Source: an optimization exercise on an open RTL-to-GDS flow (aim: small area, a short achievable clock period and few clock cycles per item). Production flows keep margins and buffers that such runs may drop. Where RTL was checked, it was by simulation tests only, not by an equivalence proof against the original. The RTL of runs 1 to 4 was laid out without a check of its function.

--- flow/config.mk ---
export PLATFORM = sky130hd
export DESIGN_NAME = cos_unit
export DESIGN_NICKNAME = cos_unit
export VERILOG_FILES = /design/flow/design.v
export SDC_FILE = /design/flow/constraint.sdc
export NUM_CORES = 4
export LEC_CHECK = 0
export ABC_AREA = 1
export CAP_MARGIN = 20
export CORE_MARGIN = 2
export CORE_UTILIZATION = 45
export SETUP_SLACK_MARGIN = 4.8
export SLEW_MARGIN = 20
export TNS_END_PERCENT = 100
--- flow/constraint.sdc ---
create_clock -name core_clock -period 8.0 [get_ports {clock}]
set_input_delay 1.6000 -clock core_clock [delete_from_list [all_inputs] [get_ports {clock}]]
set_output_delay 1.6000 -clock core_clock [all_outputs]
set_load 0.01 [all_outputs]
--- flow/design.v ---
`default_nettype none
package cordic_pkg;
    localparam int word_width = 32;
    localparam int fp_bias = 127;
    localparam int max_iterations = 16;
    localparam logic [word_width-1:0] cordic_gain_init = 32'h4DBA_76D4;
    typedef union packed {
        logic [word_width-1:0] bits;
        struct packed {
            logic        sign;
            logic [7:0]  exponent;
            logic [22:0] mantissa;
        } fields;
    } fp_word_t;
    function automatic logic [word_width-1:0] atan_entry(input logic [3:0] index);
        logic [word_width-1:0] angle;
        case (index)
            4'd0:    angle = 32'h6487_ED51;
            4'd1:    angle = 32'h3B58_CE0A;
            4'd2:    angle = 32'h1F5B_75F9;
            4'd3:    angle = 32'h0FEA_DD4D;
            4'd4:    angle = 32'h07FD_56ED;
            4'd5:    angle = 32'h03FF_AAB7;
            4'd6:    angle = 32'h01FF_F555;
            4'd7:    angle = 32'h00FF_FEAA;
            4'd8:    angle = 32'h007F_FFD5;
            4'd9:    angle = 32'h003F_FFFA;
            4'd10:   angle = 32'h001F_FFFF;
            4'd11:   angle = 32'h000F_FFFF;
            4'd12:   angle = 32'h0007_FFFF;
            4'd13:   angle = 32'h0003_FFFF;
            4'd14:   angle = 32'h0001_FFFF;
            default: angle = 32'h0000_FFFF;
        endcase
        atan_entry = angle;
    endfunction
endpackage
`default_nettype wire
`default_nettype none
module angle_to_fixed (
    input  logic [31:0] angle,
    output logic [31:0] fixed_angle,
    output logic [9:0]  dsel
);
    logic [31:0] aligned;
    logic        in_range, in_a, in_b;
    logic [30:0] w;
    logic [4:0]  ge_a;
    logic [4:0]  ge_b;
    assign aligned     = {1'b1, angle[22:0], 8'b0};
    assign in_range    = (angle[30:28] == 3'b011);
    assign fixed_angle = in_range ? (aligned >> (~angle[27:23])) : 32'd0;
    assign w    = angle[30:0];
    assign in_b = (angle[30:23] == 8'd127);
    assign in_a = in_range & !in_b;
    assign ge_a[0] = 1'b1;
    assign ge_a[1] = (w >= 31'h3d9d3a95);
    assign ge_a[2] = (w >= 31'h3ea4bc7e);
    assign ge_a[3] = (w >= 31'h3f11152b);
    assign ge_a[4] = (w >= 31'h3f490fdb);
    assign ge_b[0] = 1'b1;
    assign ge_b[1] = (w[22:0] >= 23'h1b7813);
    assign ge_b[2] = (w[22:0] >= 23'h37756b);
    assign ge_b[3] = (w[22:0] >= 23'h56d0e1);
    assign ge_b[4] = (w[22:0] >= 23'h762c57);
    assign dsel[0] = (in_b & ge_b[0] & !ge_b[1]);   
    assign dsel[1] = (in_b & ge_b[1] & !ge_b[2]);   
    assign dsel[2] = (in_b & ge_b[2] & !ge_b[3]);   
    assign dsel[3] = (in_b & ge_b[3] & !ge_b[4]);   
    assign dsel[4] = (in_b & ge_b[4]);   
    assign dsel[5] = (in_a & ge_a[0] & !ge_a[1]) | !in_range;   
    assign dsel[6] = (in_a & ge_a[1] & !ge_a[2]);   
    assign dsel[7] = (in_a & ge_a[2] & !ge_a[3]);   
    assign dsel[8] = (in_a & ge_a[3] & !ge_a[4]);   
    assign dsel[9] = (in_a & ge_a[4]);   
endmodule
module preload_tables (
    input  logic [9:0]  dsel,
    output logic [31:0] x_pre,
    output logic [31:0] y_pre,
    output logic [31:0] offset
);
    always_comb begin
        x_pre  = '0;
        y_pre  = '0;
        offset = '0;
        if (dsel[0]) begin x_pre = x_pre | 32'h515f3467; y_pre = y_pre | 32'h9da0019b; offset = offset | 32'h709a6815; end
        if (dsel[1]) begin x_pre = x_pre | 32'h625ffe63; y_pre = y_pre | 32'haea0cb9b; offset = offset | 32'h5875728d; end
        if (dsel[2]) begin x_pre = x_pre | 32'h7360c863; y_pre = y_pre | 32'hc958e473; offset = offset | 32'h389fb7f3; end
        if (dsel[3]) begin x_pre = x_pre | 32'h7d18173d; y_pre = y_pre | 32'he67ed102; offset = offset | 32'h19be869b; end
        if (dsel[4]) begin x_pre = x_pre | 32'h7f85eaf5; y_pre = y_pre | 32'h06129148; offset = offset | 32'hf9e8cc01; end
        if (dsel[5]) begin x_pre = x_pre | 32'h7f85eaf3; y_pre = y_pre | 32'hf9ed6eb8; offset = offset | 32'h061733ff; end
        if (dsel[6]) begin x_pre = x_pre | 32'h7d18173d; y_pre = y_pre | 32'h19812efe; offset = offset | 32'he6417965; end
        if (dsel[7]) begin x_pre = x_pre | 32'h7360c863; y_pre = y_pre | 32'h36a71b8d; offset = offset | 32'hc760480d; end
        if (dsel[8]) begin x_pre = x_pre | 32'h625ffe65; y_pre = y_pre | 32'h515f3465; offset = offset | 32'ha78a8d73; end
        if (dsel[9]) begin x_pre = x_pre | 32'h515f3465; y_pre = y_pre | 32'h625ffe65; offset = offset | 32'h8f6597eb; end
    end
endmodule
`default_nettype wire
`default_nettype none
module cordic_rotator #(
    parameter int M       = 4,
    parameter int N       = 10,    
    parameter int XY_ARCH = 0,
    parameter int Z_ARCH  = 0
) (
    input  logic         clock,
    input  logic         arst_n,
    input  logic         clk_en,
    input  logic         start,
    input  logic [31:0]  fixed_angle,
    input  logic [N-1:0] dsel,
    output logic [31:0]  cos_fixed,
    output logic         done
);
    localparam int ZW = 29;
    logic         accept;
    logic         busy;
    logic         valid;
    logic         last;
    logic         first;     
    logic [N-1:0] sel;
    logic [3:0]   index;     
    logic [3:0]   index_n;   
    logic [15-M:0] onehot;
    logic [31:0]   x, y;
    logic [ZW-1:0] z, at, zo, zsum;
    logic [31:0]   xa, ya, xs, ys;
    logic [31:0]   x_pre, y_pre, offset;
    logic          neg;
    logic          pos;      
    logic          negy;     
    logic [31:0]   xt, yt, xsum, ysum;
    assign accept = start & clk_en;
    assign last   = busy & !first & (index == 4'd15);
    assign neg    = z[ZW-1];
    always_comb begin
        at = '0;
        for (int k = 0; k <= 15 - M; k++) at = at | (onehot[k] ? ZW'(cordic_pkg::atan_entry(4'(M + k))) : ZW'(0));
    end
    preload_tables preload_tables_inst (.dsel(sel), .x_pre(x_pre), .y_pre(y_pre), .offset(offset));
    assign ys = $signed(y) >>> index;
    assign xs = (first ? 32'd0 : x) >> (~index_n);
    assign xa = first ? x_pre : (pos ? ~x : x);
    assign ya = first ? y_pre : (negy ? ~y : y);
    assign zo = first ? offset[ZW-1:0] : (neg ? at : ~at);
    cpa #(.W(32), .ARCH(XY_ARCH)) x_add (.a(xa), .b(ys), .ci(1'b0), .s(xt));
    cpa #(.W(32), .ARCH(XY_ARCH)) y_add (.a(ya), .b(xs), .ci(1'b0), .s(yt));
    cpa #(.W(ZW), .ARCH(Z_ARCH))  z_add (.a(z), .b(zo), .ci(!first && !neg), .s(zsum));
    assign xsum = pos ? ~xt : xt;
    assign ysum = negy ? ~yt : yt;
    always_ff @(posedge clock) begin
        if (accept) begin
            z        <= fixed_angle[ZW-1:0];
            pos      <= 1'b0;
            negy     <= 1'b0;
            sel      <= dsel;
            first    <= 1'b1;
            index    <= 4'(M - 1);
            index_n  <= 4'(15 - (M - 1));
            onehot   <= '0;
        end else begin
            z        <= zsum;
            pos      <= ~zsum[ZW-1];
            negy     <= zsum[ZW-1];
            first    <= 1'b0;
            index    <= index + 4'd1;
            index_n  <= index_n - 4'd1;
            onehot   <= {onehot[14-M:0], first};
        end
        x <= xsum;
        y <= (busy && !accept && !last) ? ysum : 32'd0;
    end
    always_ff @(posedge clock or negedge arst_n) begin
        if (!arst_n) begin
            busy  <= 1'b0;
            valid <= 1'b0;
            done  <= 1'b0;
        end else begin
            if (accept) begin
                busy  <= 1'b1;
                valid <= 1'b0;
            end else if (last) begin
                busy  <= 1'b0;
                valid <= 1'b1;
            end
            if (clk_en) done <= !start && (valid || last);
        end
    end
    assign cos_fixed = x;
endmodule
`default_nettype wire
module cpa #(
    parameter int W = 32,
    parameter int ARCH = 1
) (
    input  logic [W-1:0] a,
    input  logic [W-1:0] b,
    input  logic         ci,
    output logic [W-1:0] s
);
    if (ARCH == 0) begin : g_beh
        logic [W:0] t;
        assign t = {a, 1'b1} + {b, ci};
        assign s = t[W:1];
    end else begin : g_pfx
        localparam int N = W + 1;
        localparam int L = $clog2(N);
        logic [N-1:0] g0, p0, gg, pp;
        assign g0 = {a & b, ci};
        assign p0 = {a ^ b, 1'b0};
        always_comb begin
            gg = g0;
            pp = p0;
            if (ARCH == 1) begin
                for (int l = 0; l < L; l++)
                    for (int j = (2 << l) - 1; j < N; j += (2 << l)) begin
                        gg[j] = gg[j] | (pp[j] & gg[j - (1 << l)]);
                        pp[j] = pp[j] & pp[j - (1 << l)];
                    end
                for (int l = L - 2; l >= 0; l--)
                    for (int j = 3 * (1 << l) - 1; j < N; j += (2 << l)) begin
                        gg[j] = gg[j] | (pp[j] & gg[j - (1 << l)]);
                        pp[j] = pp[j] & pp[j - (1 << l)];
                    end
            end else if (ARCH == 2) begin
                for (int l = 0; l < L; l++)
                    for (int j = 0; j < N; j++)
                        if ((j >> l) & 1) begin
                            gg[j] = gg[j] | (pp[j] & gg[((j >> l) << l) - 1]);
                            pp[j] = pp[j] & pp[((j >> l) << l) - 1];
                        end
            end else begin
                for (int j = 1; j < N; j++) begin
                    gg[j] = gg[j] | (pp[j] & gg[j - 1]);
                end
            end
        end
        assign s = p0[N-1:1] ^ gg[N-2:0];
    end
endmodule
`default_nettype none
module fixed_to_float (
    input  logic [31:0] cos_fixed,
    output logic [31:0] result
);
    assign result = {8'h3F, cos_fixed[31], cos_fixed[29:7]};
endmodule
`default_nettype wire
`default_nettype none
module cos_unit (
    input  logic        clock,
    input  logic        arst_n,
    input  logic        clk_en,
    input  logic        start,
    input  logic [31:0] dataa,
    output logic [31:0] result,
    output logic        done
);
    localparam int M = 4;
    localparam int N = 10;
    logic [31:0]  fixed_angle;
    logic [N-1:0] dsel;
    logic [31:0]  cos_fixed;
    angle_to_fixed angle_to_fixed_inst (
        .angle       (dataa),
        .fixed_angle (fixed_angle),
        .dsel        (dsel)
    );
    cordic_rotator #(.M(M), .N(N)) cordic_rotator_inst (
        .clock       (clock),
        .arst_n      (arst_n),
        .clk_en      (clk_en),
        .start       (start),
        .fixed_angle (fixed_angle),
        .dsel        (dsel),
        .cos_fixed   (cos_fixed),
        .done        (done)
    );
    fixed_to_float fixed_to_float_inst (
        .cos_fixed (cos_fixed),
        .result    (result)
    );
endmodule
`default_nettype wire
--- flow/flow/run.sh ---
#!/bin/bash
# Standard layout, but the port buffers are buf_2 cells instead of the delay
# buffers buffer_ports picks by default. Full tool output goes to standard_flow.log.
set -euo pipefail
bash standard.sh "BUFFER_PORTS_ARGS=-buffer_cell sky130_fd_sc_hd__buf_2" finish > standard_flow.log 2>&1
--- flow/standard.sh ---
#!/bin/bash
# synth_recipe.tcl (not shown) runs the flow's synth.tcl, then flattens the netlist and writes it again
# the make line also repeats each setting of config.mk as NAME=value (left out here)
make -C /OpenROAD-flow-scripts/flow DESIGN_CONFIG=/design/flow/config.mk WORK_HOME=/design/flow/orfs CLKGATE_MAP_FILE= SYNTH_SCRIPT=/design/flow/synth_recipe.tcl "${@:-finish}"
==> results of run 1 <==
-- flip-flops by register name, indices dropped and copies added (netlist names), 4 cells and up --
name,count
cordic_rotator_inst.index,4
cordic_rotator_inst.x,32
cordic_rotator_inst.z,29
cordic_rotator_inst.y,32
cordic_rotator_inst.sel,10
cordic_rotator_inst.index_n,4
cordic_rotator_inst.onehot,12
-- kinds of logic after synthesis --
| family | Yosys count | synth area share (%) |
|---|---|---|
| buffers and inverters | 604 | 14.1 |
| XOR/XNOR | 91 | 4.55 |
| multiplexers | 14 | 0.800 |
| flip-flops | 129 | 15.4 |
| AND/OR/NAND/NOR | 1745 | 40.7 |
| AO/OA/AOI/OAI | 583 | 17.5 |
| other | 2 | 0.0429 |
| adder cells (fa/ha/maj) | 95 | 6.91 |
-- layout make-up --
cell class                      instances  area [µm²]
Sequential cell                       129        2730
Timing Repair Buffer                  123         973
Clock inverter                         12         109
Timing Repair inverter                  6        48.8
Multi-Input combinational cell       2536       13100
Inverter                              453        1760
Fill cell                            4224       18700
Clock buffer                           20         458
Tap cell                              518         648
-- metal layers --
metal,GRT usage [%],up-vias
met3,3.68,159
met2,52.4,700
met4,15.3,4
li1,-,10400
met1,39.0,9274
met5,0,-
-- path summary, 6_finish.rpt --
path                                                                from                                  endpoint  slack [ns]
worst max-delay path                                              clk_en   cordic_rotator_inst.index[1]$_SDFF_PP1_        4.94
worst min-delay path            cordic_rotator_inst.onehot[7]$_SDFF_PP0_  cordic_rotator_inst.onehot[8]$_SDFF_PP0_        0.48
worst max register to register         cordic_rotator_inst.first$_DFF_P_      cordic_rotator_inst.y[20]$_SDFF_PN0_        4.96
worst min register to register  cordic_rotator_inst.onehot[7]$_SDFF_PP0_  cordic_rotator_inst.onehot[8]$_SDFF_PP0_        0.48
max in group asynchronous                                         arst_n      cordic_rotator_inst.done$_DFFE_PN0P_        7.00
min in group asynchronous                                         arst_n      cordic_rotator_inst.busy$_DFFE_PN0P_        0.90
-- critical path, stage by stage --
cell and delay (ns):
buf_2 0.11, nand2_1 0.05, buf_4 0.36, clkinv_1 0.51, buf_4 0.45, or2_2 0.32
-- per-stage QoR --
stage               utilization, %  cells  worst slack (ns)  area, µm²
finish                        51.5   3797              4.94      19800
global placement              46.2   3706              3.42      17800
detailed placement            46.2   3706              3.35      17800
CTS                           48.7   3754              4.80      18800
floorplan                        -   3269              5.18      17500
global route                  51.5   3797              4.74      19800
-- placed cells by master (no fill, tap or decap), types with 8 or more instances in the layout --
| master | count |
|---|---|
| a21oi_1 | 194 |
| a21oi_2 | 26 |
| a31oi_1 | 9 |
| buf_2 | 58 |
| buf_4 | 51 |
| clkbuf_16 | 20 |
| clkinvlp_4 | 11 |
| conb_1 | 8 |
| dfxtp_1 | 107 |
| edfxtp_1 | 10 |
| ha_1 | 73 |
| ha_2 | 11 |
| ha_4 | 8 |
| inv_1 | 430 |
| inv_2 | 13 |
| mux2i_1 | 13 |
| nand2_1 | 1082 |
| nand2_2 | 31 |
| nand3_1 | 208 |
| nand3_2 | 11 |
| nand3b_1 | 19 |
| nand4_1 | 24 |
| nor2_1 | 253 |
| nor2_2 | 20 |
| nor2_4 | 22 |
| nor3_1 | 37 |
| o211ai_1 | 18 |
| o21a_1 | 8 |
| o21ai_0 | 174 |
| o21ai_1 | 102 |
| o21ai_2 | 21 |
| o21bai_1 | 9 |
| xnor2_1 | 32 |
| xor2_1 | 59 |
-- timing repair --
item / 4_1_cts / 5_1_grt
endpoints found under the hold margin: 0 / 0
gates resized for setup: 84 / 230
buffers inserted: 9 / 39
gates cloned: 7 / 4
setup endpoints to repair: 96 / 77
pin swaps: 6 / 39
==> results.ini, run 1 <==
[outcome]
status=no timing/DRC/antenna violations

[placement]
dp_hpwl_um=49700
gp_congestion=0.947
port_buffers=59

[synth]
synth-seq-cells=129
seq_area_frac_synth_pct=15.4
synth_top_area_cell=nand2_1
syn_area_um2=17500
synth_enable_flop_cells=10
yosysWarningCount=2
synth.avg_cell_area_um2=5.37
ys_async_sr_fraction_pct=2.33
synth_ff_type=dfxtp_1
yosysUniqueCellTypes=51
ys_top_cells_by_count=1113 x nand2_1, 437 x inv_1, 287 x nor2_1
synth_area_leaders=nand2_1 24%, dfxtp_1 13%, inv_1 9.4%, o21ai_0 7.0%, ha_1 6.6%
synth_top_area_share_pct=23.8
yosysMostFrequentCell=nand2_1
synth_cells=3263

[clock_tree]
clkLatencyLatePin_ns=0.49
clk_path_buf_depth=2
cts_buffers=17
cts_tree=done
cts_max_level=4
clk_pin_slew_worst_paths_ns=0.06
cts.sinks=129
root_buffer=clkbuf_16
cts_hold_buf=0

[sta]
finalCriticalPeriod_ns=3.06
hold_viol=0
rsz0062_at_grt=true
slew_viol_final=0
worstMarginPinSlew_ns=0.776
skew_ns=0.0142
whs_ns=0.482
setup_tns_ns=0
fmax_mhz=327
slew_headroom_pct=48.1
min_period_over_period_pct=38.2
setup_viol=0

[worst_setup_path]
worst_setup_path_end_kind=flip-flop
cp.required_ns=8.37
path_max_fanout=33
rr_worst_depth=19
arrival_ns=3.42
path_class=input port to flip-flop
crit_path_start_kind=input port

[detailed_routing]
drc=0
ant_nets=0
vias=20500
dr_wl_met3_um=3930
drt_wl_total_um=64000
wl_met1_um=27500
route.met2.wl_um=29600
post_drt_wl_per_cell_um=16.9
top_layer_used=met5
avgViaCountPerCell=5.41
first_pass_iters=6
drtIter0Drc=1834

[global_routing]
grt_max_degree=57
grt-ovfl-total=0
grt_usage_pct=31.0
grt_pass1_wl_um=99500
grt_pass1_vias=18800
antenna_found_initial=2

[floorplanning]
die-area_um2=40500
die_h_um=201
start_util_pct=45.4
die_w_um=201
num_rows=72
core_area_um2=38600
io_pins=69

[worst_hold_path]
hold_depth=2
hold_class=flip-flop to flip-flop

[final_layout]
area_growth_pct=13.2
final_nets=3397
diodes=0
drive_gt1_share_pct=11.1

[run]
max-cap-violations=0

==> run 2: changes to the inputs <==
--- a/flow/config.mk
+++ b/flow/config.mk
@@ -11,2 +11,4 @@
 export CORE_UTILIZATION = 45
+export CTS_CLUSTER_DIAMETER = 120
+export CTS_CLUSTER_SIZE = 40
 export SETUP_SLACK_MARGIN = 4.8
==> results.ini, run 2 <==
[sta]
skew_ns=0.0142  ; unchanged
rsz0062_at_grt=true  ; unchanged
worstMarginPinSlew_ns=0.776  ; unchanged
hold_viol=0  ; unchanged
finalCriticalPeriod_ns=3.06  ; unchanged
fmax_mhz=327  ; unchanged
slew_headroom_pct=48.1  ; unchanged
slew_viol_final=0  ; unchanged
setup_tns_ns=0  ; unchanged
setup_viol=0  ; unchanged
min_period_over_period_pct=38.2  ; unchanged

[worst_setup_path]
endpoint=cordic_rotator_inst.index[1]$_SDFF_PP1_  ; unchanged
path_class=input port to flip-flop  ; unchanged
cpPeakStageDelay_ns=0.51  ; about the same
regToRegStartpoint=cordic_rotator_inst.first$_DFF_P_  ; unchanged
r2r-end=cordic_rotator_inst.y[20]$_SDFF_PN0_  ; unchanged
crit_path_start_kind=input port  ; unchanged
rr_worst_depth=19  ; unchanged
path_max_fanout=33  ; unchanged
startpoint=clk_en  ; unchanged
cp.required_ns=8.37  ; about the same
worst_setup_path_end_kind=flip-flop  ; unchanged
rrSetupSlack_ns=4.96  ; about the same
cp_common_cell=buf_4  ; unchanged
crit_chain=buf_2 -> nand2_1 -> buf_4 -> clkinv_1 -> buf_4 -> or2_2  ; unchanged
arrival_ns=3.42  ; about the same
cpMaxStageDelayCell=clkinv_1  ; unchanged

[synth]
synth_top_area_share_pct=23.8  ; unchanged
ys_async_sr_fraction_pct=2.33  ; unchanged
ys_top_cells_by_count=1113 x nand2_1, 437 x inv_1, 287 x nor2_1  ; unchanged
synth.avg_cell_area_um2=5.37  ; unchanged
synth_area_leaders=nand2_1 24%, dfxtp_1 13%, inv_1 9.4%, o21ai_0 7.0%, ha_1 6.6%  ; unchanged
yosysUniqueCellTypes=51  ; unchanged
yosysWarningCount=2  ; unchanged
syn_area_um2=17500  ; unchanged
synth_top_area_cell=nand2_1  ; unchanged
seq_area_frac_synth_pct=15.4  ; unchanged
synth_simple_gate_area_share_pct=40.7  ; unchanged
synth_compound_area_share_pct=17.5  ; unchanged
synthXorXnorAreaFrac_pct=4.55  ; unchanged
synthMuxAreaShare_pct=0.800  ; unchanged
yosysMostFrequentCell=nand2_1  ; unchanged
synth_enable_flop_cells=10  ; unchanged
synth-seq-cells=129  ; unchanged
synth_cells=3263  ; unchanged
synthAdderAreaFrac_pct=6.91  ; unchanged
synth_ff_type=dfxtp_1  ; unchanged
synth_top_family_by_area=simple AND/OR/NAND/NOR gates  ; unchanged

[placement]
dp_hpwl_um=49700  ; unchanged
dp.cells=3706  ; unchanged
port_buffers=59  ; unchanged
place_area_um2=17800  ; unchanged
gp_congestion=0.947  ; unchanged

[detailed_routing]
drt_wl_total_um=64000  ; unchanged
drtIter0Drc=1834  ; unchanged
first_pass_iters=6  ; unchanged
vias=20500  ; unchanged
post_drt_wl_per_cell_um=16.9  ; unchanged
avgViaCountPerCell=5.41  ; unchanged
ant_nets=0  ; unchanged
drc=0  ; unchanged

[floorplanning]
die_h_um=201  ; unchanged
die-area_um2=40500  ; unchanged
start_util_pct=45.4  ; unchanged
io_pins=69  ; unchanged
die_w_um=201  ; unchanged
num_rows=72  ; unchanged
core_area_um2=38600  ; unchanged

[final_layout]
final_nets=3397  ; unchanged
final_cell_mix=1082 x nand2_1, 430 x inv_1, 253 x nor2_1, 208 x nand3_1, 194 x a21oi_1  ; unchanged
multi_input_area_um2=13100  ; unchanged
top_regs=cordic_rotator_inst.x (32), cordic_rotator_inst.y (32), cordic_rotator_inst.z (29)  ; unchanged
area_growth_pct=13.2  ; unchanged
diodes=0  ; unchanged
num-fill-cells=4224  ; unchanged
final_area_um2=19800  ; unchanged
layout.cells.non_filler=3797  ; unchanged
drive_gt1_share_pct=11.1  ; unchanged
layout.cells.most_common=nand2_1  ; unchanged
seq_area_um2=2730  ; unchanged

[global_routing]
antenna_found_initial=2  ; unchanged
grt_pass1_wl_um=99500  ; unchanged
grt_usage_pct=31.0  ; unchanged
grt_pass1_vias=18800  ; unchanged
grt_max_degree=57  ; unchanged
grt-ovfl-total=0  ; unchanged

[worst_hold_path]
hold_class=flip-flop to flip-flop  ; unchanged

[clock_tree]
clkLatencyLatePin_ns=0.49  ; about the same
cts_tree=done  ; unchanged
cts_max_level=4  ; unchanged
clk_path_buf_depth=2  ; unchanged
root_buffer=clkbuf_16  ; unchanged
cts.sinks=129  ; unchanged
clk_pin_slew_worst_paths_ns=0.06  ; about the same
cts_buffers=17  ; unchanged

[run]
max-cap-violations=0  ; unchanged

[outcome]
status=no timing/DRC/antenna violations  ; unchanged

==> run 2: cell counts after synthesis <==
No cell type changed its count.
==> run 2: final cells by class <==
cell class              instances  area share, %
clock inverters                12          0.549
flip-flops and latches        129           13.7
inverters                     453           8.86
repair inverters                6          0.246
clock buffers                  20           2.31
repair buffers                123           4.91
well taps                     518           3.27
multi-input cells            2536           66.1
==> run 2: cell families after synthesis <==
| group | count (synthesis) |
|---|---|
| simple gates | 1745 |
| mux | 14 |
| buf+inv | 604 |
| fa+ha+maj | 95 |
| other cells | 2 |
| xor+xnor | 91 |
| flops | 129 |
| compound gates | 583 |
==> run 2: repair_timing <==
item,CTS,global route
gates resized for setup,84,230
gates cloned,7,4
buffers inserted,9,39
hold buffers,0,0
setup endpoints to repair,96,77
pin swaps,6,39
==> run 2: per-stage QoR <==
step           hold slack (ns)  utilization [%]  setup slack (ns)
3_3_place_gp             0.443             46.2              3.42
5_1_grt                  0.525             51.5              4.74
4_1_cts                  0.475             48.7              4.80
2_1_floorplan            0.431                -              5.18
3_5_place_dp             0.453             46.2              3.35
6_report                 0.482             51.5              4.94
==> run 2: critical path, delay by kind of cell <==
kind	cells	cell delay, ns
buffers and inverters	4	1.43
and+or+nand+nor	2	0.37
==> run 2: worst min path at each step <==
stage / startpoint / endpoint / slack, ns / depth (start not counted)
after floorplan: cordic_rotator_inst.onehot[10]$_SDFF_PP0_ / cordic_rotator_inst.onehot[11]$_SDFF_PP0_ / 0.43 / 2
after global placement: cordic_rotator_inst.onehot[10]$_SDFF_PP0_ / cordic_rotator_inst.onehot[11]$_SDFF_PP0_ / 0.44 / 2
after detailed placement: cordic_rotator_inst.onehot[10]$_SDFF_PP0_ / cordic_rotator_inst.onehot[11]$_SDFF_PP0_ / 0.45 / 2
after CTS: cordic_rotator_inst.onehot[10]$_SDFF_PP0_ / cordic_rotator_inst.onehot[11]$_SDFF_PP0_ / 0.47 / 2
after global routing: cordic_rotator_inst.onehot[7]$_SDFF_PP0_ / cordic_rotator_inst.onehot[8]$_SDFF_PP0_ / 0.52 / 2
final: cordic_rotator_inst.onehot[7]$_SDFF_PP0_ / cordic_rotator_inst.onehot[8]$_SDFF_PP0_ / 0.48 / 2
==> run 2: metal layers <==
metal,part of all wire (%),up-vias,GRT usage [%]
met5,0.034,-,0
li1,-,10400,-
met1,43,9274,39.0
met3,6.1,159,3.68
met4,4.6,4,15.3
met2,46,700,52.4
==> run 3: changes to the inputs <==
--- a/flow/design.v
+++ b/flow/design.v
@@ -103,4 +103,4 @@
     parameter int N       = 10,    
-    parameter int XY_ARCH = 0,
-    parameter int Z_ARCH  = 0
+    parameter int XY_ARCH = 1,
+    parameter int Z_ARCH  = 1
 ) (
--- a/flow/config.mk
+++ b/flow/config.mk
@@ -11,4 +11,2 @@
 export CORE_UTILIZATION = 45
-export CTS_CLUSTER_DIAMETER = 120
-export CTS_CLUSTER_SIZE = 40
 export SETUP_SLACK_MARGIN = 4.8
==> results.ini, run 3 <==
[clock_tree]
cts_tree=done  ; unchanged
clk_path_buf_depth=2  ; unchanged
cts.sinks=129  ; unchanged
cts_max_level=4  ; unchanged
clk_pin_slew_worst_paths_ns=0.06  ; about the same
root_buffer=clkbuf_16  ; unchanged
clkLatencyLatePin_ns=0.45  ; was 0.49 ns
cts_buffers=17  ; unchanged

[synth]
ys_top_cells_by_count=607 x nand2_1, 299 x inv_1, 227 x o21ai_0  ; was 1113 x nand2_1, 437 x inv_1, 287 x nor2_1
synth_top_area_share_pct=15.4  ; was 23.8%
syn_area_um2=15100  ; was 17500 µm²
yosysMostFrequentCell=nand2_1  ; unchanged
yosysWarningCount=4  ; was 2
synth_cells=2406  ; was 3263
synth_top_area_cell=dfxtp_1  ; was nand2_1
ys_async_sr_fraction_pct=2.33  ; unchanged
synth_enable_flop_cells=10  ; unchanged
yosysUniqueCellTypes=58  ; was 51
synth-seq-cells=129  ; unchanged
seq_area_frac_synth_pct=17.8  ; was 15.4%
synth.avg_cell_area_um2=6.29  ; was 5.37 µm²
synth_ff_type=dfxtp_1  ; unchanged
synth_area_leaders=dfxtp_1 15%, nand2_1 15%, o21ai_0 7.5%, ha_1 7.4%, inv_1 7.4%  ; was nand2_1 24%, dfxtp_1 13%, inv_1 9.4%, o21ai_0 7.0%, ha_1 6.6%

[sta]
rsz0062_at_grt=true  ; unchanged
min_period_over_period_pct=46.7  ; was 38.2%
slew_viol_final=0  ; unchanged
worstMarginPinSlew_ns=0.752  ; was 0.776 ns
skew_ns=0.0161  ; was 0.0142 ns
setup_tns_ns=0  ; unchanged
hold_viol=0  ; unchanged
finalCriticalPeriod_ns=3.74  ; was 3.06 ns
whs_ns=0.454  ; was 0.482 ns
fmax_mhz=268  ; was 327 MHz
slew_headroom_pct=49.8  ; was 48.1%
setup_viol=0  ; unchanged

[floorplanning]
core_area_um2=33300  ; was 38600 µm²
io_pins=69  ; unchanged
die-area_um2=35100  ; was 40500 µm²
start_util_pct=45.4  ; about the same
num_rows=67  ; was 72
die_h_um=187  ; was 201 µm
die_w_um=187  ; was 201 µm

[worst_setup_path]
path_class=flip-flop to flip-flop  ; was input port to flip-flop
cp.required_ns=8.33  ; was 8.37 ns
r2r-end=cordic_rotator_inst.y[29]$_SDFF_PN0_  ; was cordic_rotator_inst.y[20]$_SDFF_PN0_
regToRegStartpoint=cordic_rotator_inst.first$_DFF_P_  ; unchanged
rrSetupSlack_ns=4.26  ; was 4.96 ns
arrival_ns=4.06  ; was 3.42 ns
path_max_fanout=8  ; was 33
worst_setup_path_end_kind=flip-flop  ; unchanged
rr_worst_depth=25  ; was 19
crit_path_start_kind=flip-flop  ; was input port

[final_layout]
top_regs=cordic_rotator_inst.x (32), cordic_rotator_inst.y (32), cordic_rotator_inst.z (29)  ; unchanged
num-fill-cells=3311  ; was 4224
final_nets=2619  ; was 3397
diodes=0  ; unchanged
area_growth_pct=22.1  ; was 13.2%
layout.cells.most_common=nand2_1  ; unchanged
final_cell_mix=539 x nand2_1, 274 x inv_1, 167 x nor2_1, 141 x o21ai_0, 112 x nand3_1  ; was 1082 x nand2_1, 430 x inv_1, 253 x nor2_1, 208 x nand3_1, 194 x a21oi_1
drive_gt1_share_pct=22.9  ; was 11.1%

[detailed_routing]
vias=16300  ; was 20500
avgViaCountPerCell=5.61  ; was 5.41
drt_wl_total_um=54900  ; was 64000 µm
first_pass_iters=6  ; unchanged
drc=0  ; unchanged
ant_nets=0  ; unchanged
post_drt_wl_per_cell_um=18.9  ; was 16.9 µm
drtIter0Drc=1234  ; was 1834

[global_routing]
grt_pass1_vias=15600  ; was 18800
grt_usage_pct=30.3  ; was 31.0%
grt_max_degree=53  ; was 57
antenna_found_initial=0  ; was 2
grt_pass1_wl_um=83500  ; was 99500 µm
grt-ovfl-total=0  ; unchanged

[worst_hold_path]
hold_class=flip-flop to flip-flop  ; unchanged
hold_depth=2  ; unchanged
min_to=cordic_rotator_inst.onehot[9]$_SDFF_PP0_  ; was cordic_rotator_inst.onehot[8]$_SDFF_PP0_
hp-start=cordic_rotator_inst.onehot[8]$_SDFF_PP0_  ; was cordic_rotator_inst.onehot[7]$_SDFF_PP0_

[outcome]
status=no timing/DRC/antenna violations  ; unchanged

[placement]
gp_congestion=0.928  ; was 0.947
port_buffers=59  ; unchanged
dp_hpwl_um=39100  ; was 49700 µm

[run]
max-cap-violations=0  ; unchanged

[run 3: changes by cell type after synthesis, sizes merged, moves of 22 or more]
cell / before / now
nand2: 1115 / 608
inv: 449 / 310
a21oi: 220 / 122
nand3: 219 / 124
nor2: 295 / 213
fa: 3 / 45
clkbuf: 58 / 29
xnor2: 32 / 59
buf: 93 / 115
[run 3: layer usage]
| metal | share of wire [%] | track usage, % | vias to the layer above |
|---|---|---|---|
| li1 | - | - | 7877 |
| met1 | 41 | 36.6 | 7717 |
| met2 | 49 | 53.2 | 582 |
| met3 | 5.5 | 3.66 | 158 |
| met4 | 5.0 | 14.9 | 0 |
| met5 | 0 | 0 | - |
[run 3: layout make-up]
| type | instances | area (µm²) | area share, % |
|---|---|---|---|
| Timing Repair inverter | 6 | 50.0 | 0.271 |
| Multi-Input combinational cell | 1829 | 12000 | 65.2 |
| Inverter | 310 | 1220 | 6.62 |
| Sequential cell | 129 | 2720 | 14.7 |
| Tap cell | 448 | 561 | 3.04 |
| Timing Repair Buffer | 155 | 1250 | 6.76 |
| Clock inverter | 10 | 119 | 0.644 |
| Clock buffer | 22 | 507 | 2.75 |
[run 3: cells by family after synthesis]
kind of cell             Yosys count  synth area share, %
multiplexers                      27                 1.79
other                              2               0.0497
flip-flops                       129                 17.8
XOR/XNOR                         124                 7.18
adder cells (fa/ha/maj)          135                 13.4
AND/OR/NAND/NOR                 1010                 27.6
AO/OA/AOI/OAI                    525                 19.2
buffers and inverters            454                 13.0
[run 3: worst max-delay path by stage]
| stage | start | to | slack, ns | depth (start not counted) |
|---|---|---|---|---|
| finish | cordic_rotator_inst.first$_DFF_P_ | cordic_rotator_inst.y[29]$_SDFF_PN0_ | 4.26 | 25 |
| global route | cordic_rotator_inst.first$_DFF_P_ | cordic_rotator_inst.y[21]$_SDFF_PN0_ | 4.11 | 24 |
| CTS | cordic_rotator_inst.first$_DFF_P_ | cordic_rotator_inst.y[29]$_SDFF_PN0_ | 4.31 | 25 |
| detailed placement | cordic_rotator_inst.first$_DFF_P_ | cordic_rotator_inst.z[28]$_DFF_P_ | 3.22 | 23 |
| global placement | cordic_rotator_inst.first$_DFF_P_ | cordic_rotator_inst.z[28]$_DFF_P_ | 3.24 | 23 |
| floorplan | cordic_rotator_inst.first$_DFF_P_ | cordic_rotator_inst.y[29]$_SDFF_PN0_ | 4.78 | 24 |
[run 3: through the flow]
step | instances | area [µm²] | setup WS, ns | util (%)
after floorplan | 2412 | 15200 | 4.78 | -
after global placement | 2789 | 15400 | 3.24 | 46.1
after detailed placement | 2789 | 15400 | 3.22 | 46.1
after CTS | 2882 | 17400 | 4.31 | 52.1
after global routing | 2909 | 18500 | 4.11 | 55.5
final | 2909 | 18500 | 4.26 | 55.5
[run 3: critical path, stage by stage (launching register included)]
cell,delay (ns)
dfxtp_4,0.35
buf_12,0.20
inv_16,0.07
nor2_4,0.12
inv_2,0.07
nor2_4,0.11
clkinvlp_4,0.16
buf_6,0.15
nor2_4,0.17
buf_6,0.15
a21oi_4,0.07
ha_4,0.31
nand2_4,0.07
nor2_4,0.13
nand3_4,0.10
nand2_2,0.08
nand2_2,0.07
nand2_4,0.11
nand2_2,0.07
nand2_4,0.08
nand2_2,0.05
nand2_2,0.08
a21oi_2,0.07
fa_2,0.53
xor2_1,0.15
nor2_1,0.06
[run 3: what timing repair did]
item                                    in CTS  in global routing
gates cloned                                 7                  3
hold buffers                                 0                  0
pin swaps                                   68                 78
endpoints found under the setup margin      92                 88
setup buffers                               54                 24
gates resized for setup                    263                235
==> run 4: changes to the inputs <==
--- a/flow/config.mk
+++ b/flow/config.mk
@@ -11,3 +11,3 @@
 export CORE_UTILIZATION = 45
-export SETUP_SLACK_MARGIN = 4.8
+export SETUP_SLACK_MARGIN = 4.5
 export SLEW_MARGIN = 20
==> results.ini, run 4 <==
[detailed_routing]
first_pass_iters=5  ; was 6
vias=16400  ; was 16300
avgViaCountPerCell=5.56  ; was 5.61
drtIter0Drc=1150  ; was 1234
ant_nets=0  ; unchanged
post_drt_wl_per_cell_um=18.5  ; was 18.9 µm
drt_wl_total_um=54300  ; was 54900 µm
drc=0  ; unchanged

[clock_tree]
clk_pin_slew_worst_paths_ns=0.07  ; was 0.06 ns
root_buffer=clkbuf_16  ; unchanged
clk_path_buf_depth=2  ; unchanged
cts_hold_buf=0  ; unchanged
cts_tree=done  ; unchanged
clkLatencyLatePin_ns=0.46  ; was 0.45 ns
cts_buffers=17  ; unchanged
cts_max_level=4  ; unchanged
cts.sinks=129  ; unchanged

[synth]
synth_enable_flop_cells=10  ; unchanged
synth_ff_type=dfxtp_1  ; unchanged
synth_area_leaders=dfxtp_1 15%, nand2_1 15%, o21ai_0 7.5%, ha_1 7.4%, inv_1 7.4%  ; unchanged
yosysMostFrequentCell=nand2_1  ; unchanged
ys_async_sr_fraction_pct=2.33  ; unchanged
yosysWarningCount=4  ; unchanged
ys_top_cells_by_count=607 x nand2_1, 299 x inv_1, 227 x o21ai_0  ; unchanged
yosysUniqueCellTypes=58  ; unchanged
syn_area_um2=15100  ; unchanged
synth.avg_cell_area_um2=6.29  ; unchanged
synth_top_area_share_pct=15.4  ; unchanged
synth_top_area_cell=dfxtp_1  ; unchanged
seq_area_frac_synth_pct=17.8  ; unchanged
synth_cells=2406  ; unchanged
synth-seq-cells=129  ; unchanged

[worst_hold_path]
hp-start=cordic_rotator_inst.onehot[8]$_SDFF_PP0_  ; unchanged
min_to=cordic_rotator_inst.onehot[9]$_SDFF_PP0_  ; unchanged
hold_depth=2  ; unchanged
hold_class=flip-flop to flip-flop  ; unchanged

[worst_setup_path]
cpMaxStageDelayCell=fa_2  ; unchanged
rrSetupSlack_ns=4.28  ; was 4.26 ns
path_class=flip-flop to flip-flop  ; unchanged
regToRegStartpoint=cordic_rotator_inst.sel[7]$_DFFE_PP_  ; was cordic_rotator_inst.first$_DFF_P_
rr_worst_depth=19  ; was 25
crit_chain=nor2_1 -> inv_1 -> nor2_2 -> inv_1 -> nor2_2 -> a21oi_1 -> ha_1 -> nand3_2 -> nor2_2 -> nand2_2 -> nand2_4 -> nand2_4 -> nand2_4 -> nand2_2 -> nand2_2 -> a21oi_2 -> fa_2 -> xor2_1 -> nor2_1
r2r-end=cordic_rotator_inst.y[29]$_SDFF_PN0_  ; unchanged
cpPeakStageDelay_ns=0.53  ; about the same
cp.required_ns=8.35  ; was 8.33 ns
arrival_ns=4.07  ; was 4.06 ns
path_max_fanout=5  ; was 8
crit_path_start_kind=flip-flop  ; unchanged
worst_setup_path_end_kind=flip-flop  ; unchanged

[placement]
place_area_um2=15300  ; was 15400 µm²
dp_hpwl_um=39000  ; was 39100 µm
port_buffers=59  ; unchanged
gp_congestion=0.911  ; was 0.928
dpl_worst_slack_ns=3.08  ; was 3.22 ns

[floorplanning]
start_util_pct=45.4  ; unchanged
die_h_um=187  ; unchanged
die_w_um=187  ; unchanged
num_rows=67  ; unchanged
io_pins=69  ; unchanged
die-area_um2=35100  ; unchanged
core_area_um2=33300  ; unchanged

[sta]
finalCriticalPeriod_ns=3.72  ; was 3.74 ns
fmax_mhz=269  ; was 268 MHz
min_period_over_period_pct=46.5  ; was 46.7%
worst_slack_ns=4.28  ; was 4.26 ns
whs_ns=0.458  ; was 0.454 ns
hold_viol=0  ; unchanged
skew_ns=0.0177  ; was 0.0161 ns
slew_viol_final=0  ; unchanged
setup_viol=0  ; unchanged
rsz0062_at_grt=true  ; unchanged
slew_headroom_pct=51.4  ; was 49.8%
worstMarginPinSlew_ns=0.728  ; was 0.752 ns
setup_tns_ns=0  ; unchanged

[final_layout]
final_area_um2=18700  ; was 18500 µm²
diodes=0  ; unchanged
area_growth_pct=23.4  ; was 22.1%
num-fill-cells=3277  ; was 3311
layout.cells.most_common=nand2_1  ; unchanged
final_cell_mix=536 x nand2_1, 273 x inv_1, 178 x nor2_1, 140 x o21ai_0, 110 x nand3_1  ; was 539 x nand2_1, 274 x inv_1, 167 x nor2_1, 141 x o21ai_0, 112 x nand3_1
drive_gt1_share_pct=22.8  ; was 22.9%
top_regs=cordic_rotator_inst.x (32), cordic_rotator_inst.y (32), cordic_rotator_inst.z (29)  ; unchanged
final_nets=2652  ; was 2619

[outcome]
status=no timing/DRC/antenna violations  ; unchanged

[global_routing]
grt_max_degree=56  ; was 53
grt_usage_pct=29.8  ; was 30.3%
grt_pass1_vias=15200  ; was 15600
grt_pass1_wl_um=82100  ; was 83500 µm
antenna_found_initial=0  ; unchanged
grt-ovfl-total=0  ; unchanged

[run]
max-cap-violations=0  ; unchanged

## run 4: what timing repair did
action,4_1_cts,5_1_grt
gates resized for setup,233,280
gates cloned,8,3
setup buffers,49,60
setup endpoints to repair,88,73
pin swaps,61,110
## run 4: worst max-delay path by stage
stage                                           end  cells past startpoint                            startpoint  slack [ns]
6_report       cordic_rotator_inst.y[29]$_SDFF_PN0_                     19  cordic_rotator_inst.sel[7]$_DFFE_PP_        4.28
3_3_place_gp      cordic_rotator_inst.z[28]$_DFF_P_                     24     cordic_rotator_inst.first$_DFF_P_        3.09
4_1_cts           cordic_rotator_inst.x[29]$_DFF_P_                     25     cordic_rotator_inst.first$_DFF_P_        4.30
5_1_grt        cordic_rotator_inst.y[29]$_SDFF_PN0_                     21  cordic_rotator_inst.sel[7]$_DFFE_PP_        4.18
2_1_floorplan  cordic_rotator_inst.y[30]$_SDFF_PN0_                     25     cordic_rotator_inst.first$_DFF_P_        4.65
3_5_place_dp      cordic_rotator_inst.z[28]$_DFF_P_                     24     cordic_rotator_inst.first$_DFF_P_        3.08
## run 4: logic make-up after synthesis
| logic type | share of synthesized area (%) |
|---|---|
| AO/OA/AOI/OAI | 19.2 |
| XOR/XNOR | 7.18 |
| adder cells (fa/ha/maj) | 13.4 |
| buffers and inverters | 13.0 |
| flip-flops | 17.8 |
| multiplexers | 1.79 |
| other | 0.0497 |
| AND/OR/NAND/NOR | 27.6 |
## run 4: metrics by stage
stage          instances  utilization (%)
3_5_place_dp        2790             46.0
6_report            2942             56.1
2_1_floorplan       2412                -
5_1_grt             2942             56.1
4_1_cts             2879             51.6
3_3_place_gp        2790             46.0
## run 4: layer usage
layer  track usage [%]  part of all wire, %  vias to the layer above
li1                  -                    -                     7953
met3              4.48                  6.2                      145
met5                 0                    0                        -
met2              52.7                   49                      581
met4              13.5                  4.4                        0
met1              35.7                   40                     7691
## run 4: layout make-up
type,count,area [µm²],area share [%]
clock buffers,18,439,2.35
flip-flops and latches,129,2720,14.6
repair inverters,6,63.8,0.342
well taps,448,561,3.00
repair buffers,188,1580,8.47
inverters,310,1220,6.52
multi-input cells,1829,11900,64.0
clock inverters,14,129,0.691
## run 4: critical path: cells and delay by family, from the launching register on
| family | cells | cell delay, ns |
|---|---|---|
| flip-flops | 1 | 0.50 |
| adder cells (fa/ha/maj) | 2 | 0.89 |
| buffers and inverters | 2 | 0.26 |
| AND/OR/NAND/NOR | 12 | 1.59 |
| AO/OA/AOI/OAI | 2 | 0.21 |
| XOR/XNOR | 1 | 0.15 |
==> run 5: changes to the inputs <==
--- a/flow/design.v
+++ b/flow/design.v
@@ -103,4 +103,4 @@
     parameter int N       = 10,    
-    parameter int XY_ARCH = 1,
-    parameter int Z_ARCH  = 1
+    parameter int XY_ARCH = 0,
+    parameter int Z_ARCH  = 0
 ) (
@@ -141,3 +141,3 @@
     preload_tables preload_tables_inst (.dsel(sel), .x_pre(x_pre), .y_pre(y_pre), .offset(offset));
-    assign ys = $signed(y) >>> index;
+    assign ys = signed'(y) >>> index;
     assign xs = (first ? 32'd0 : x) >> (~index_n);
--- a/flow/config.mk
+++ b/flow/config.mk
@@ -11,3 +11,3 @@
 export CORE_UTILIZATION = 45
-export SETUP_SLACK_MARGIN = 4.5
+export SETUP_SLACK_MARGIN = 4.9
 export SLEW_MARGIN = 20
==> results.ini, run 5 <==
[sta]
rsz0062_at_grt=true  ; unchanged
slew_headroom_pct=48.5  ; was 51.4%
hold_viol=0  ; unchanged
fmax_mhz=327  ; was 269 MHz
worstMarginPinSlew_ns=0.771  ; was 0.728 ns
slew_viol_final=0  ; unchanged
min_period_over_period_pct=38.3  ; was 46.5%
setup_viol=0  ; unchanged
finalCriticalPeriod_ns=3.06  ; was 3.72 ns
skew_ns=0.0166  ; was 0.0177 ns
setup_tns_ns=0  ; unchanged

[clock_tree]
root_buffer=clkbuf_16  ; unchanged
clk_path_buf_depth=2  ; unchanged
cts.sinks=129  ; unchanged
clkLatencyLatePin_ns=0.49  ; was 0.46 ns
cts_tree=done  ; unchanged
clk_pin_slew_worst_paths_ns=0.06  ; was 0.07 ns
cts_max_level=4  ; unchanged
cts_buffers=17  ; unchanged
cts_hold_buf=0  ; unchanged

[worst_setup_path]
arrival_ns=3.43  ; was 4.07 ns
regToRegStartpoint=cordic_rotator_inst.sel[1]$_DFFE_PP_  ; was cordic_rotator_inst.sel[7]$_DFFE_PP_
crit_chain=nor2_4 -> nand3_1 -> nor2_4 -> a21oi_1 -> ha_4 -> fa_2 -> nand3_2 -> nand3_4 -> nand2_1 -> nand3b_1 -> a21oi_2 -> nand2_1 -> nor3b_1  ; was nor2_1 -> inv_1 -> nor2_2 -> inv_1 -> nor2_2 -> a21oi_1 -> ha_1 -> nand3_2 -> nor2_2 -> nand2_2 -> nand2_4 -> nand2_4 -> nand2_4 -> nand2_2 -> nand2_2 -> a21oi_2 -> fa_2 -> xor2_1 -> nor2_1
cpMaxStageDelayCell=edfxtp_1  ; was fa_2
crit_path_start_kind=flip-flop  ; unchanged
worst_setup_path_end_kind=flip-flop  ; unchanged
path_class=flip-flop to flip-flop  ; unchanged
startpoint=cordic_rotator_inst.sel[1]$_DFFE_PP_  ; was cordic_rotator_inst.sel[7]$_DFFE_PP_
cp.required_ns=8.37  ; was 8.35 ns
rr_worst_depth=13  ; was 19
path_max_fanout=6  ; was 5
cpPeakStageDelay_ns=0.52  ; was 0.53 ns

[final_layout]
drive_gt1_share_pct=17.7  ; was 22.8%
diodes=0  ; unchanged
num-fill-cells=4069  ; was 3277
layout.cells.most_common=nand2_1  ; unchanged
final_cell_mix=1044 x nand2_1, 424 x inv_1, 220 x nor2_1, 204 x nand3_1, 168 x a21oi_1  ; was 536 x nand2_1, 273 x inv_1, 178 x nor2_1, 140 x o21ai_0, 110 x nand3_1
top_regs=cordic_rotator_inst.x (32), cordic_rotator_inst.y (32), cordic_rotator_inst.z (29)  ; unchanged
final_nets=3443  ; was 2652
fin_util_pct=54.9  ; was 56.1%
area_growth_pct=20.8  ; was 23.4%

[synth]
synthXorXnorAreaFrac_pct=4.55  ; was 7.18%
synth_enable_flop_cells=10  ; unchanged
synth.avg_cell_area_um2=5.37  ; was 6.29 µm²
synth_area_leaders=nand2_1 24%, dfxtp_1 13%, inv_1 9.4%, o21ai_0 7.0%, ha_1 6.6%  ; was dfxtp_1 15%, nand2_1 15%, o21ai_0 7.5%, ha_1 7.4%, inv_1 7.4%
synth_top_area_cell=nand2_1  ; was dfxtp_1
synth-seq-cells=129  ; unchanged
synth_cells=3263  ; was 2406
synth_compound_area_share_pct=17.5  ; was 19.2%
syn_area_um2=17500  ; was 15100 µm²
synth_top_family_by_area=simple AND/OR/NAND/NOR gates  ; unchanged
yosysWarningCount=2  ; was 4
ys_top_cells_by_count=1113 x nand2_1, 437 x inv_1, 287 x nor2_1  ; was 607 x nand2_1, 299 x inv_1, 227 x o21ai_0
ys_async_sr_fraction_pct=2.33  ; unchanged
seq_area_frac_synth_pct=15.4  ; was 17.8%
synth_top_area_share_pct=23.8  ; was 15.4%
synthAdderAreaFrac_pct=6.91  ; was 13.4%
synth_ff_type=dfxtp_1  ; unchanged
yosysUniqueCellTypes=51  ; was 58
synthMuxAreaShare_pct=0.800  ; was 1.79%
synth_simple_gate_area_share_pct=40.7  ; was 27.6%
yosysMostFrequentCell=nand2_1  ; unchanged

[detailed_routing]
drtIter0Drc=1985  ; was 1150
ant_nets=0  ; unchanged
dr_wl_met3_um=4510  ; was 3360 µm
route.met2.wl_um=31000  ; was 26800 µm
post_drt_wl_per_cell_um=17.4  ; was 18.5 µm
vias=21100  ; was 16400
first_pass_iters=5  ; unchanged
wl_met1_um=28000  ; was 21700 µm
top_layer_used=met5  ; was met4
avgViaCountPerCell=5.50  ; was 5.56
drt_wl_total_um=66900  ; was 54300 µm
drc=0  ; unchanged

[floorplanning]
start_util_pct=45.4  ; about the same
num_rows=72  ; was 67
core_area_um2=38600  ; was 33300 µm²
die_w_um=201  ; was 187 µm
die-area_um2=40500  ; was 35100 µm²
io_pins=69  ; unchanged
die_h_um=201  ; was 187 µm

[outcome]
status=no timing/DRC/antenna violations  ; unchanged

[placement]
dp_hpwl_um=49700  ; was 39000 µm
port_buffers=59  ; unchanged
gp_congestion=0.947  ; was 0.911

[global_routing]
grt_pass1_wl_um=100000  ; was 82100 µm
grt_max_degree=57  ; was 56
antenna_found_initial=2  ; was 0
grt-ovfl-total=0  ; unchanged
grt_pass1_vias=18900  ; was 15200
grt_usage_pct=31.2  ; was 29.8%

[worst_hold_path]
hold_class=flip-flop to flip-flop  ; unchanged
hold_depth=2  ; unchanged
hp-start=cordic_rotator_inst.valid$_DFFE_PN0P_  ; was cordic_rotator_inst.onehot[8]$_SDFF_PP0_

[run]
max-cap-violations=0  ; unchanged

-- run 5: worst max-delay path: cells and delay by family (launching register included) --
| kind | cells | cell delay (ns) |
|---|---|---|
| DFF | 1 | 0.52 |
| AOI/OAI and AO/OA | 2 | 0.35 |
| adders and majority gates | 2 | 0.59 |
| and+or+nand+nor | 9 | 1.49 |
-- run 5: final cells by class --
class | count | area (µm²) | area share (%)
clock buffers | 20 | 458 | 2.16
clock inverters | 12 | 109 | 0.514
repair inverters | 9 | 76.3 | 0.361
inverters | 453 | 1770 | 8.38
well taps | 518 | 648 | 3.06
multi-input cells | 2536 | 14000 | 66.3
repair buffers | 166 | 1350 | 6.38
flip-flops and latches | 129 | 2730 | 12.9
-- run 5: final timing paths --
path	slack (ns)	endpoint
worst min-delay path	0.49	cordic_rotator_inst.valid$_DFFE_PN0P_
worst max-delay path	4.94	cordic_rotator_inst.y[16]$_SDFF_PN0_
worst max register to register	4.94	cordic_rotator_inst.y[16]$_SDFF_PN0_
min in group asynchronous	0.89	cordic_rotator_inst.busy$_DFFE_PN0P_
worst min register to register	0.49	cordic_rotator_inst.valid$_DFFE_PN0P_
max in group asynchronous	7.00	cordic_rotator_inst.done$_DFFE_PN0P_
-- run 5: cell families after synthesis --
kind of cell	count (synthesis)
XOR/XNOR	91
adder cells (fa/ha/maj)	95
AND/OR/NAND/NOR	1745
other	2
buffers and inverters	604
AO/OA/AOI/OAI	583
multiplexers	14
flip-flops	129
-- run 5: what timing repair did --
action | CTS | global route
gates cloned | 8 | 9
endpoints found under the setup margin | 97 | 83
setup buffers | 16 | 72
pin swaps | 11 | 87
gates resized for setup | 123 | 422
-- run 5: stage by stage --
step                worst slack, ns  area, µm²  std cells  hold slack (ns)
detailed placement             3.35      17800       3706            0.453
global placement               3.42      17800       3706            0.443
floorplan                      5.18      17500       3269            0.431
global route                   4.76      21200       3843            0.535
CTS                            4.84      19000       3762            0.479
finish                         4.94      21200       3843            0.489
-- run 5: routing by layer --
metal	GRT usage, %	vias up
met3	3.61	182
met2	52.6	795
met1	39.2	9633
met4	15.9	4
met5	0	-
li1	-	10500
Testbench counts of run 5, summed over its fixed seeds: cycles 7,168, items 512.
==> run 6: changes to the inputs <==
--- a/flow/config.mk
+++ b/flow/config.mk
@@ -11,3 +11,3 @@
 export CORE_UTILIZATION = 45
-export SETUP_SLACK_MARGIN = 4.9
+export SETUP_SLACK_MARGIN = 4.7
 export SLEW_MARGIN = 20
==> results.ini, run 6 <==
[worst_setup_path]
rr_worst_depth=17  ; was 13
endpoint=cordic_rotator_inst.z[17]$_DFF_P_  ; was cordic_rotator_inst.y[16]$_SDFF_PN0_
r2r-end=cordic_rotator_inst.z[17]$_DFF_P_  ; was cordic_rotator_inst.y[16]$_SDFF_PN0_
worst_setup_path_end_kind=flip-flop  ; unchanged
regToRegStartpoint=cordic_rotator_inst.sel[6]$_DFFE_PP_  ; was cordic_rotator_inst.sel[1]$_DFFE_PP_
crit_path_start_kind=flip-flop  ; unchanged
arrival_ns=3.57  ; was 3.43 ns
cp.required_ns=8.39  ; was 8.37 ns
startpoint=cordic_rotator_inst.sel[6]$_DFFE_PP_  ; was cordic_rotator_inst.sel[1]$_DFFE_PP_
path_class=flip-flop to flip-flop  ; unchanged
rrSetupSlack_ns=4.82  ; was 4.94 ns
path_max_fanout=5  ; was 6

[final_layout]
layout.cells.most_common=nand2_1  ; unchanged
top_regs=cordic_rotator_inst.x (32), cordic_rotator_inst.y (32), cordic_rotator_inst.z (29)  ; unchanged
final_area_um2=19300  ; was 21200 µm²
num-fill-cells=4282  ; was 4069
final_cell_mix=1102 x nand2_1, 431 x inv_1, 258 x nor2_1, 214 x nand3_1, 198 x a21oi_1  ; was 1044 x nand2_1, 424 x inv_1, 220 x nor2_1, 204 x nand3_1, 168 x a21oi_1
drive_gt1_share_pct=8.62  ; was 17.7%
area_growth_pct=10.2  ; was 20.8%
final_nets=3377  ; was 3443
seq_area_um2=2720  ; was 2730 µm²
multi_input_area_um2=12800  ; was 14000 µm²

[clock_tree]
clk_pin_slew_worst_paths_ns=0.07  ; was 0.06 ns
cts_hold_buf=0  ; unchanged
root_buffer=clkbuf_16  ; unchanged
clkLatencyLatePin_ns=0.49  ; about the same
clk_path_buf_depth=2  ; unchanged
cts_max_level=4  ; unchanged
cts_buffers=17  ; unchanged
cts.sinks=129  ; unchanged
cts_tree=done  ; unchanged

[detailed_routing]
drt_wl_total_um=63300  ; was 66900 µm
vias=20400  ; was 21100
avgViaCountPerCell=5.40  ; was 5.50
drtIter0Drc=1783  ; was 1985
first_pass_iters=7  ; was 5
post_drt_wl_per_cell_um=16.7  ; was 17.4 µm
drc=0  ; unchanged
ant_nets=0  ; unchanged

[global_routing]
grt_max_degree=57  ; unchanged
grt_use_met1_pct=38.5  ; was 39.2%
grt_pass1_wl_um=98900  ; was 100000 µm
grt-ovfl-total=0  ; unchanged
grt_most_used_layer=met2  ; unchanged
grt.met2_usage_pct=52.4  ; was 52.6%
grt_pass1_vias=18700  ; was 18900
globalRouteMet3Util_pct=3.66  ; was 3.61%
grt_usage_pct=30.8  ; was 31.2%
antenna_found_initial=3  ; was 2

[run]
max-cap-violations=0  ; unchanged

[synth]
ys_top_cells_by_count=1113 x nand2_1, 437 x inv_1, 287 x nor2_1  ; unchanged
yosysMostFrequentCell=nand2_1  ; unchanged
synth-seq-cells=129  ; unchanged
synth_compound_area_share_pct=17.5  ; unchanged
synth_cells=3263  ; unchanged
synth_enable_flop_cells=10  ; unchanged
synthXorXnorAreaFrac_pct=4.55  ; unchanged
synth_simple_gate_area_share_pct=40.7  ; unchanged
synth.avg_cell_area_um2=5.37  ; unchanged
synth_top_area_share_pct=23.8  ; unchanged
synthAdderAreaFrac_pct=6.91  ; unchanged
synth_top_area_cell=nand2_1  ; unchanged
syn_area_um2=17500  ; unchanged
ys_async_sr_fraction_pct=2.33  ; unchanged
seq_area_frac_synth_pct=15.4  ; unchanged
synth_area_leaders=nand2_1 24%, dfxtp_1 13%, inv_1 9.4%, o21ai_0 7.0%, ha_1 6.6%  ; unchanged
synth_top_family_by_area=simple AND/OR/NAND/NOR gates  ; unchanged
synth_ff_type=dfxtp_1  ; unchanged
yosysWarningCount=2  ; unchanged
synthMuxAreaShare_pct=0.800  ; unchanged
yosysUniqueCellTypes=51  ; unchanged

[sta]
worst_slack_ns=4.82  ; was 4.94 ns
fmax_mhz=315  ; was 327 MHz
finalCriticalPeriod_ns=3.18  ; was 3.06 ns
slew_viol_final=0  ; unchanged
rsz0062_at_grt=true  ; unchanged
slew_headroom_pct=46.5  ; was 48.5%
skew_ns=0.0147  ; was 0.0166 ns
worstMarginPinSlew_ns=0.800  ; was 0.771 ns
setup_viol=0  ; unchanged
min_period_over_period_pct=39.7  ; was 38.3%
whs_ns=0.483  ; was 0.489 ns
hold_viol=0  ; unchanged
setup_tns_ns=0  ; unchanged

[floorplanning]
start_util_pct=45.4  ; unchanged
die_w_um=201  ; unchanged
die-area_um2=40500  ; unchanged
io_pins=69  ; unchanged
die_h_um=201  ; unchanged
core_area_um2=38600  ; unchanged
num_rows=72  ; unchanged

[placement]
place_area_um2=17800  ; unchanged
gp_congestion=0.947  ; unchanged
dp_hpwl_um=49700  ; unchanged
port_buffers=59  ; unchanged
dpl_worst_slack_ns=3.35  ; unchanged

[outcome]
status=no timing/DRC/antenna violations  ; unchanged

[worst_hold_path]
hold_depth=2  ; unchanged
hp-start=cordic_rotator_inst.onehot[7]$_SDFF_PP0_  ; was cordic_rotator_inst.valid$_DFFE_PN0P_
hold_class=flip-flop to flip-flop  ; unchanged

==> run 6: cell count changes in the layout (fill, tap and decap cells not counted), sizes merged <==
cell | previous run | this run
buf | 157 | 100
inv | 448 | 447
clkinvlp | 15 | 11
clkbuf | 27 | 23
diode | 0 | 1
==> run 6: layout make-up <==
class	count	area share, %
Antenna cell	1	0.0130
Clock buffer	20	2.37
Clock inverter	12	0.564
Inverter	453	9.06
Multi-Input combinational cell	2536	66.2
Sequential cell	129	14.1
Tap cell	518	3.36
Timing Repair Buffer	105	4.16
Timing Repair inverter	4	0.155
==> run 6: what timing repair did <==
action,4_1_cts,5_1_grt
setup endpoints to repair,95,77
setup buffers,5,25
pin swaps,3,19
gates cloned,5,4
resized for setup,58,152
==> run 6: cell families (layout without fill, tap and decap cells) <==
family	Yosys count	in the layout
adder cells (fa/ha/maj)	95	95
buffers and inverters	604	594
other	2	9
flip-flops	129	129
XOR/XNOR	91	91
multiplexers	14	14
AO/OA/AOI/OAI	583	583
AND/OR/NAND/NOR	1745	1745
==> run 6: worst min-delay path by stage <==
stage / to / slack (ns)
after floorplan: cordic_rotator_inst.onehot[11]$_SDFF_PP0_ / 0.43
after global placement: cordic_rotator_inst.onehot[11]$_SDFF_PP0_ / 0.44
after detailed placement: cordic_rotator_inst.onehot[11]$_SDFF_PP0_ / 0.45
after CTS: cordic_rotator_inst.onehot[11]$_SDFF_PP0_ / 0.46
after global routing: cordic_rotator_inst.onehot[8]$_SDFF_PP0_ / 0.52
final: cordic_rotator_inst.onehot[8]$_SDFF_PP0_ / 0.48
==> run 6: worst max-delay path, stage by stage (launching register included) <==
cell	delay, ns
edfxtp_1	0.43
buf_4	0.19
nor2_2	0.26
inv_1	0.16
nor3_1	0.27
inv_2	0.15
o21ai_0	0.13
a21oi_2	0.09
ha_1	0.41
nand2_1	0.13
nor2_1	0.21
nand3_1	0.11
nand3_1	0.20
nand3_1	0.13
nand2_1	0.08
nand2_1	0.05
nand3_1	0.06
nand2_1	0.05
==> run 6: layer usage <==
metal / share of wire [%] / wire, µm
met2: 47 / 29600
met1: 43 / 27000
met4: 4.0 / 2550
met3: 6.4 / 4060
met5: 0.035 / 22
==> run 6: per-stage QoR <==
step,util (%),cells
after floorplan,-,3269
after detailed placement,46.2,3706
final,50.1,3778
after global routing,50.1,3777
after CTS,48.4,3748
after global placement,46.2,3706

-- what the ideal ports hide --
How much do the figures lean on ideal ports? The routed layouts below were timed once more, with nothing changed but the port constraints.
Step 1 sets driving cells, clkbuf_16 on the clock port and buf_2 on the other inputs (assumed; they add their load-dependent delay and slew).
Step 2 times the ports against the registers' clock, not the clock port: input delays grow and output delays shrink by t, the midpoint of the rising clock arrivals with the driver on.
Slacks: no drivers / after step 1 / after step 2; pairs: no drivers / after step 1.
run	t (ns)	setup slack, ns	slew at the worst register clock pin (ns)	worst slew at a driven data input, ns
run 1	0.534	4.945 / 4.956 / 4.445	0.07 / 0.07	0.06
run 2	0.534	4.945 / 4.956 / 4.445	0.07 / 0.07	0.06
run 3	0.492	4.264 / 4.264 / 4.264	0.07 / 0.07	0.04
run 4	0.506	4.279 / 4.279 / 4.201	0.07 / 0.07	0.04
run 5	0.540	4.938 / 4.938 / 4.538	0.07 / 0.07	0.06
run 6	0.538	4.822 / 4.822 / 4.322	0.07 / 0.07	0.06
After both steps setup and hold are still met in every run listed.
